What follows belongs to an exercise in optimizing a design on an open flow for small area; a production flow would make more cautious choices. Only simulation tests tie the RTL to the original design; equivalence was not proved. Power is estimated from default activity; no workload was simulated.

==> flow/design.v <==
module regfile_mp #(
  parameter int DATA_W   = 32,
  parameter int ADDR_W   = 5,
  parameter int ZERO_REG = 1,
  parameter int BYPASS   = 1
) (
  input  logic              clock,
  input  logic              reset,
  input  logic [ADDR_W-1:0] rd_addr1,
  input  logic [ADDR_W-1:0] rd_addr2,
  output logic [DATA_W-1:0] rd_data1,
  output logic [DATA_W-1:0] rd_data2,
  output logic              rd_busy1,
  output logic              rd_busy2,
  input  logic              wr_en_a,
  input  logic [ADDR_W-1:0] wr_addr_a,
  input  logic [DATA_W-1:0] wr_data_a,
  input  logic              wr_en_b,
  input  logic [ADDR_W-1:0] wr_addr_b,
  input  logic [DATA_W-1:0] wr_data_b,
  input  logic              busy_set,
  input  logic [ADDR_W-1:0] busy_addr,
  output logic              busy_any
);
  localparam int DEPTH = 1 << ADDR_W;
  logic [DATA_W-1:0] mem_n [1:DEPTH-1];
  logic [DATA_W-1:0] mem_t [1:DEPTH-1];
  logic [DATA_W-1:0] mem_d [1:DEPTH-1];
  logic [DEPTH-1:1]  valid;
  logic [DEPTH-1:1]  busy;
  logic [DEPTH-1:1]  sel_a;
  logic [DEPTH-1:1]  sel_b;
  logic [DEPTH-1:1]  hold;
  logic [DEPTH-1:1]  mbn;
  logic [DEPTH-1:1]  man;
  always_comb begin
    for (int i = 1; i < DEPTH; i++) begin
      mbn[i] = !(wr_en_b && wr_addr_b == ADDR_W'(i));
      man[i] = !(wr_en_a && wr_addr_a == ADDR_W'(i));
    end
  end
  logic [DEPTH-1:1]  sel_a_h [2];
  logic [DEPTH-1:1]  sel_b_h [2];
  logic [DEPTH-1:1]  hold_h  [2];
  for (genvar k = 0; k < 2; k++) begin : g_wsel
    for (genvar i = 1; i < DEPTH; i++) begin : g_reg
      regfile_mp_wsel u_ws (
        .man(man[i]), .mbn(mbn[i]),
        .sa(sel_a_h[k][i]), .sb(sel_b_h[k][i]), .h(hold_h[k][i])
      );
    end
  end
  always_comb begin
    for (int i = 1; i < DEPTH; i++) begin
      sel_b[i] = !mbn[i];
      sel_a[i] = !man[i] && mbn[i];
      hold[i]  = man[i] && mbn[i];
    end
  end
  for (genvar i = 1; i < DEPTH; i++) begin : g_row
    for (genvar j = 0; j < DATA_W; j++) begin : g_bit
      regfile_mp_wcell u_w (
        .qn(mem_n[i][j]), .h(hold_h[j/16][i]), .a(wr_data_a[j]),
        .sa(sel_a_h[j/16][i]), .b(wr_data_b[j]), .sb(sel_b_h[j/16][i]),
        .q(mem_t[i][j]), .dn(mem_d[i][j])
      );
    end
  end
  always_ff @(posedge clock) begin
    for (int i = 1; i < DEPTH; i++) begin
      mem_n[i] <= mem_d[i];
    end
  end
  always_ff @(posedge clock or negedge reset) begin
    if (!reset) begin
      valid <= '0;
    end else begin
      valid <= valid | ~hold;
    end
  end
  always_ff @(posedge clock or negedge reset) begin
    if (!reset) begin
      busy <= '0;
    end else begin
      for (int i = 1; i < DEPTH; i++) begin
        if (busy_set && busy_addr == ADDR_W'(i)) begin
          busy[i] <= 1'b1;
        end else if (wr_en_b && wr_addr_b == ADDR_W'(i)) begin
          busy[i] <= 1'b0;
        end
      end
    end
  end
  assign busy_any = |busy;
  logic [DEPTH-1:1]  rd_ok;
  logic [DEPTH-1:1]  dec1, dec2;
  logic [DEPTH-1:1]  rs1, rs2;
  logic              bb1, ba1, bb2, ba2;
  always_comb begin
    for (int i = 1; i < DEPTH; i++) begin
      rd_ok[i] = valid[i] && hold[i];
      dec1[i]  = rd_addr1 == ADDR_W'(i);
      dec2[i]  = rd_addr2 == ADDR_W'(i);
    end
    rs1 = dec1 & rd_ok;
    rs2 = dec2 & rd_ok;
  end
  logic wb_ok;
  logic wa_ok;
  assign wb_ok = reset && wr_en_b;
  assign wa_ok = reset && wr_en_a && !(wr_en_b && wr_addr_b == wr_addr_a);
  assign bb1 = wb_ok && rd_addr1 != '0 && wr_addr_b == rd_addr1;
  assign ba1 = wa_ok && rd_addr1 != '0 && wr_addr_a == rd_addr1;
  assign bb2 = wb_ok && rd_addr2 != '0 && wr_addr_b == rd_addr2;
  assign ba2 = wa_ok && rd_addr2 != '0 && wr_addr_a == rd_addr2;
  assign rd_busy1 = |(busy & ~sel_b & dec1);
  assign rd_busy2 = |(busy & ~sel_b & dec2);
  logic [32:0] rsel1, rsel2;
  assign rsel1 = {bb1, ba1, rs1};
  assign rsel2 = {bb2, ba2, rs2};
  for (genvar j = 0; j < DATA_W; j++) begin : g_rd
    logic [32:0] col;
    logic [10:0] t1, t2;
    for (genvar i = 1; i < DEPTH; i++) begin : g_col
      assign col[i-1] = mem_t[i][j];
    end
    assign col[31] = wr_data_a[j];
    assign col[32] = wr_data_b[j];
    for (genvar k = 0; k < 11; k++) begin : g_grp
      regfile_mp_aoi222 u_g1 (
        .a1(col[3*k]), .a2(rsel1[3*k]), .b1(col[3*k+1]), .b2(rsel1[3*k+1]),
        .c1(col[3*k+2]), .c2(rsel1[3*k+2]), .y(t1[k])
      );
      regfile_mp_aoi222 u_g2 (
        .a1(col[3*k]), .a2(rsel2[3*k]), .b1(col[3*k+1]), .b2(rsel2[3*k+1]),
        .c1(col[3*k+2]), .c2(rsel2[3*k+2]), .y(t2[k])
      );
    end
    regfile_mp_nand11 u_o1 (.t(t1), .y(rd_data1[j]));
    regfile_mp_nand11 u_o2 (.t(t2), .y(rd_data2[j]));
  end
endmodule
module regfile_mp_wsel (
  input  logic man,
  input  logic mbn,
  output logic sa,
  output logic sb,
  output logic h
);
  assign sb = !mbn;
  assign sa = !man && mbn;
  assign h  = man && mbn;
endmodule
module regfile_mp_wcell (
  input  logic qn,
  input  logic h,
  input  logic a,
  input  logic sa,
  input  logic b,
  input  logic sb,
  output logic q,
  output logic dn
);
  assign q  = ~qn;
  assign dn = ~((q & h) | (a & sa) | (b & sb));
endmodule
module regfile_mp_aoi222 (
  input  logic a1,
  input  logic a2,
  input  logic b1,
  input  logic b2,
  input  logic c1,
  input  logic c2,
  output logic y
);
  assign y = ~((a1 & a2) | (b1 & b2) | (c1 & c2));
endmodule
module regfile_mp_nand11 (
  input  logic [10:0] t,
  output logic        y
);
  assign y = ~&t;
endmodule
Settings: LEC_CHECK=0, CAP_MARGIN=10, CELL_PAD_IN_SITES_DETAIL_PLACEMENT=1, CORE_MARGIN=2, CORE_UTILIZATION=30, PLACE_DENSITY=0.4, SETUP_SLACK_MARGIN=0.2, SLEW_MARGIN=10, SYNTH_HIERARCHICAL=1; clock period 7.0 ns.
standard.sh (not shown) runs the stock make flow with config.mk's settings and CLKGATE_MAP_FILE= SYNTH_SCRIPT=/design/flow/synth_recipe.tcl, a recipe that flattens the netlist after the stock synthesis.
==> flow/flow/run.sh <==
#!/bin/bash
# Layout flow: the standard ORFS flow (standard.sh, standard synthesis
# unchanged) with two changes to the layout steps:
# - the port buffers are the smallest buffer cell instead of the default;
# - clock tree synthesis uses larger sink clusters and no dummy loads.
set -euo pipefail
bash standard.sh \
  "BUFFER_PORTS_ARGS=-buffer_cell sky130_fd_sc_hd__buf_1" \
  "CTS_ARGS=-sink_clustering_enable -repair_clock_nets -dont_use_dummy_load -buf_list sky130_fd_sc_hd__clkbuf_16 -sink_clustering_size 24 -sink_clustering_max_diameter 100" \
  finish > orfs_make.log 2>&1
Next try:
--- a/flow/design.v
+++ b/flow/design.v
@@ -31,38 +31,18 @@
   logic [DEPTH-1:1]  sel_a;
   logic [DEPTH-1:1]  sel_b;
   logic [DEPTH-1:1]  hold;
-  logic [DEPTH-1:1]  mbn;
-  logic [DEPTH-1:1]  man;
   always_comb begin
     for (int i = 1; i < DEPTH; i++) begin
-      mbn[i] = !(wr_en_b && wr_addr_b == ADDR_W'(i));
-      man[i] = !(wr_en_a && wr_addr_a == ADDR_W'(i));
-    end
-  end
-  logic [DEPTH-1:1]  sel_a_h [2];
-  logic [DEPTH-1:1]  sel_b_h [2];
-  logic [DEPTH-1:1]  hold_h  [2];
-  for (genvar k = 0; k < 2; k++) begin : g_wsel
-    for (genvar i = 1; i < DEPTH; i++) begin : g_reg
-      regfile_mp_wsel u_ws (
-        .man(man[i]), .mbn(mbn[i]),
-        .sa(sel_a_h[k][i]), .sb(sel_b_h[k][i]), .h(hold_h[k][i])
-      );
-    end
-  end
-  always_comb begin
-    for (int i = 1; i < DEPTH; i++) begin
-      sel_b[i] = !mbn[i];
-      sel_a[i] = !man[i] && mbn[i];
-      hold[i]  = man[i] && mbn[i];
+      sel_b[i] = wr_en_b && wr_addr_b == ADDR_W'(i);
+      sel_a[i] = wr_en_a && wr_addr_a == ADDR_W'(i) && !sel_b[i];
+      hold[i]  = !(sel_a[i] || sel_b[i]);
     end
   end
   for (genvar i = 1; i < DEPTH; i++) begin : g_row
     for (genvar j = 0; j < DATA_W; j++) begin : g_bit
       regfile_mp_wcell u_w (
-        .qn(mem_n[i][j]), .h(hold_h[j/16][i]), .a(wr_data_a[j]),
-        .sa(sel_a_h[j/16][i]), .b(wr_data_b[j]), .sb(sel_b_h[j/16][i]),
-        .q(mem_t[i][j]), .dn(mem_d[i][j])
+        .qn(mem_n[i][j]), .h(hold[i]), .a(wr_data_a[j]), .sa(sel_a[i]),
+        .b(wr_data_b[j]), .sb(sel_b[i]), .q(mem_t[i][j]), .dn(mem_d[i][j])
       );
     end
   end
@@ -140,17 +120,6 @@
     regfile_mp_nand11 u_o2 (.t(t2), .y(rd_data2[j]));
   end
 endmodule
-module regfile_mp_wsel (
-  input  logic man,
-  input  logic mbn,
-  output logic sa,
-  output logic sb,
-  output logic h
-);
-  assign sb = !mbn;
-  assign sa = !man && mbn;
-  assign h  = man && mbn;
-endmodule
 module regfile_mp_wcell (
   input  logic qn,
   input  logic h,
Outcome: Cell count is lower by 1.6%. Clock skew does not change. Power is higher by 1.0%. Worst setup slack got worse by 34 ps. Critical path depth is higher by 1.

Setup of v6:
RTL: the design.v shown in full above, as it stands there.
clock: 7.0 ns
lec_check: 0
cap_margin: 10
cell_pad_in_sites_detail_placement: 1
core_margin: 2
core_utilization: 30
place_density: 0.4
setup_slack_margin: 0.1
slew_margin: 10
synth_hierarchical: 1
Scripts as last shown in full above: flow/flow/run.sh
v6 finished end to end and its layout was clean on timing, DRC and antenna.
The inputs of v7 differ from those of v6 as listed below.
diff --git a/flow/design.v b/flow/design.v
--- a/flow/design.v
+++ b/flow/design.v
@@ -28,44 +28,24 @@
   logic [DATA_W-1:0] mem_d [1:DEPTH-1];
   logic [DEPTH-1:1]  valid;
   logic [DEPTH-1:1]  busy;
   logic [DEPTH-1:1]  sel_a;
   logic [DEPTH-1:1]  sel_b;
   logic [DEPTH-1:1]  hold;
-  logic [DEPTH-1:1]  mbn;
-  logic [DEPTH-1:1]  man;
   always_comb begin
     for (int i = 1; i < DEPTH; i++) begin
-      mbn[i] = !(wr_en_b && wr_addr_b == ADDR_W'(i));
-      man[i] = !(wr_en_a && wr_addr_a == ADDR_W'(i));
-    end
-  end
-  logic [DEPTH-1:1]  sel_a_h [2];
-  logic [DEPTH-1:1]  sel_b_h [2];
-  logic [DEPTH-1:1]  hold_h  [2];
-  for (genvar k = 0; k < 2; k++) begin : g_wsel
-    for (genvar i = 1; i < DEPTH; i++) begin : g_reg
-      regfile_mp_wsel u_ws (
-        .man(man[i]), .mbn(mbn[i]),
-        .sa(sel_a_h[k][i]), .sb(sel_b_h[k][i]), .h(hold_h[k][i])
-      );
-    end
-  end
-  always_comb begin
-    for (int i = 1; i < DEPTH; i++) begin
-      sel_b[i] = !mbn[i];
-      sel_a[i] = !man[i] && mbn[i];
-      hold[i]  = man[i] && mbn[i];
+      sel_b[i] = wr_en_b && wr_addr_b == ADDR_W'(i);
+      sel_a[i] = wr_en_a && wr_addr_a == ADDR_W'(i) && !sel_b[i];
+      hold[i]  = !(sel_a[i] || sel_b[i]);
     end
   end
   for (genvar i = 1; i < DEPTH; i++) begin : g_row
     for (genvar j = 0; j < DATA_W; j++) begin : g_bit
       regfile_mp_wcell u_w (
-        .qn(mem_n[i][j]), .h(hold_h[j/16][i]), .a(wr_data_a[j]),
-        .sa(sel_a_h[j/16][i]), .b(wr_data_b[j]), .sb(sel_b_h[j/16][i]),
-        .q(mem_t[i][j]), .dn(mem_d[i][j])
+        .qn(mem_n[i][j]), .h(hold[i]), .a(wr_data_a[j]), .sa(sel_a[i]),
+        .b(wr_data_b[j]), .sb(sel_b[i]), .q(mem_t[i][j]), .dn(mem_d[i][j])
       );
     end
   end
   always_ff @(posedge clock) begin
     for (int i = 1; i < DEPTH; i++) begin
       mem_n[i] <= mem_d[i];
@@ -101,21 +81,17 @@
       rd_ok[i] = valid[i] && hold[i];
       dec1[i]  = rd_addr1 == ADDR_W'(i);
       dec2[i]  = rd_addr2 == ADDR_W'(i);
     end
     rs1 = dec1 & rd_ok;
     rs2 = dec2 & rd_ok;
+    bb1 = reset && |(dec1 & sel_b);
+    ba1 = reset && |(dec1 & sel_a);
+    bb2 = reset && |(dec2 & sel_b);
+    ba2 = reset && |(dec2 & sel_a);
   end
-  logic wb_ok;
-  logic wa_ok;
-  assign wb_ok = reset && wr_en_b;
-  assign wa_ok = reset && wr_en_a && !(wr_en_b && wr_addr_b == wr_addr_a);
-  assign bb1 = wb_ok && rd_addr1 != '0 && wr_addr_b == rd_addr1;
-  assign ba1 = wa_ok && rd_addr1 != '0 && wr_addr_a == rd_addr1;
-  assign bb2 = wb_ok && rd_addr2 != '0 && wr_addr_b == rd_addr2;
-  assign ba2 = wa_ok && rd_addr2 != '0 && wr_addr_a == rd_addr2;
   assign rd_busy1 = |(busy & ~sel_b & dec1);
   assign rd_busy2 = |(busy & ~sel_b & dec2);
   logic [32:0] rsel1, rsel2;
   assign rsel1 = {bb1, ba1, rs1};
   assign rsel2 = {bb2, ba2, rs2};
   for (genvar j = 0; j < DATA_W; j++) begin : g_rd
@@ -136,23 +112,12 @@
         .c1(col[3*k+2]), .c2(rsel2[3*k+2]), .y(t2[k])
       );
     end
     regfile_mp_nand11 u_o1 (.t(t1), .y(rd_data1[j]));
     regfile_mp_nand11 u_o2 (.t(t2), .y(rd_data2[j]));
   end
-endmodule
-module regfile_mp_wsel (
-  input  logic man,
-  input  logic mbn,
-  output logic sa,
-  output logic sb,
-  output logic h
-);
-  assign sb = !mbn;
-  assign sa = !man && mbn;
-  assign h  = man && mbn;
 endmodule
 module regfile_mp_wcell (
   input  logic qn,
   input  logic h,
   input  logic a,
   input  logic sa,
## What came out
- Summary — cell area after technology mapping, v7 relative to v6: lower, by 760 sq um.
- Against v6 as the reference, v7 delivers a higher part of the power in the clock network.
- Compared with v6, in v7 later-pin clock latency in the skew report decreased 20 ps; synthesized cell count saw a decrease; fraction of area in clock buffers and inverters comparable.

## separate check: timing with driven ports
The results above use ideal ports. As a check the final layouts listed here were re-extracted and re-timed, cells and wires unchanged. Step 1, drivers: a clkbuf_16 drives clock and a buf_2 each remaining input, both assumed. Step 2, shift: input delay + t, output delay - t, t = (earliest + latest rising clock arrival at the registers) / 2. This alone moves slack from input paths to output paths. a / b / c = ideal / step 1 / step 2; a / b = the first two.
run | t (ns) | setup slack, ns | worst setup path at the end | cell pins on the clock port's net
the first run of note 1 | 0.775 | 0.309 / 0.219 / 0.219 | input to output | 1
the second run of note 1 | 0.782 | 0.275 / 0.241 / 0.241 | input to output | 1
v6 | 0.776 | 0.256 / 0.123 / 0.123 | input to output | 1
v7 | 0.802 | 0.150 / 0.124 / 0.124 | input to output | 1
After both steps setup and hold are still met in every run listed. The setup slack of v6, which loses most, moves by -0.133 ns with the drivers and by -0.133 ns with both steps.
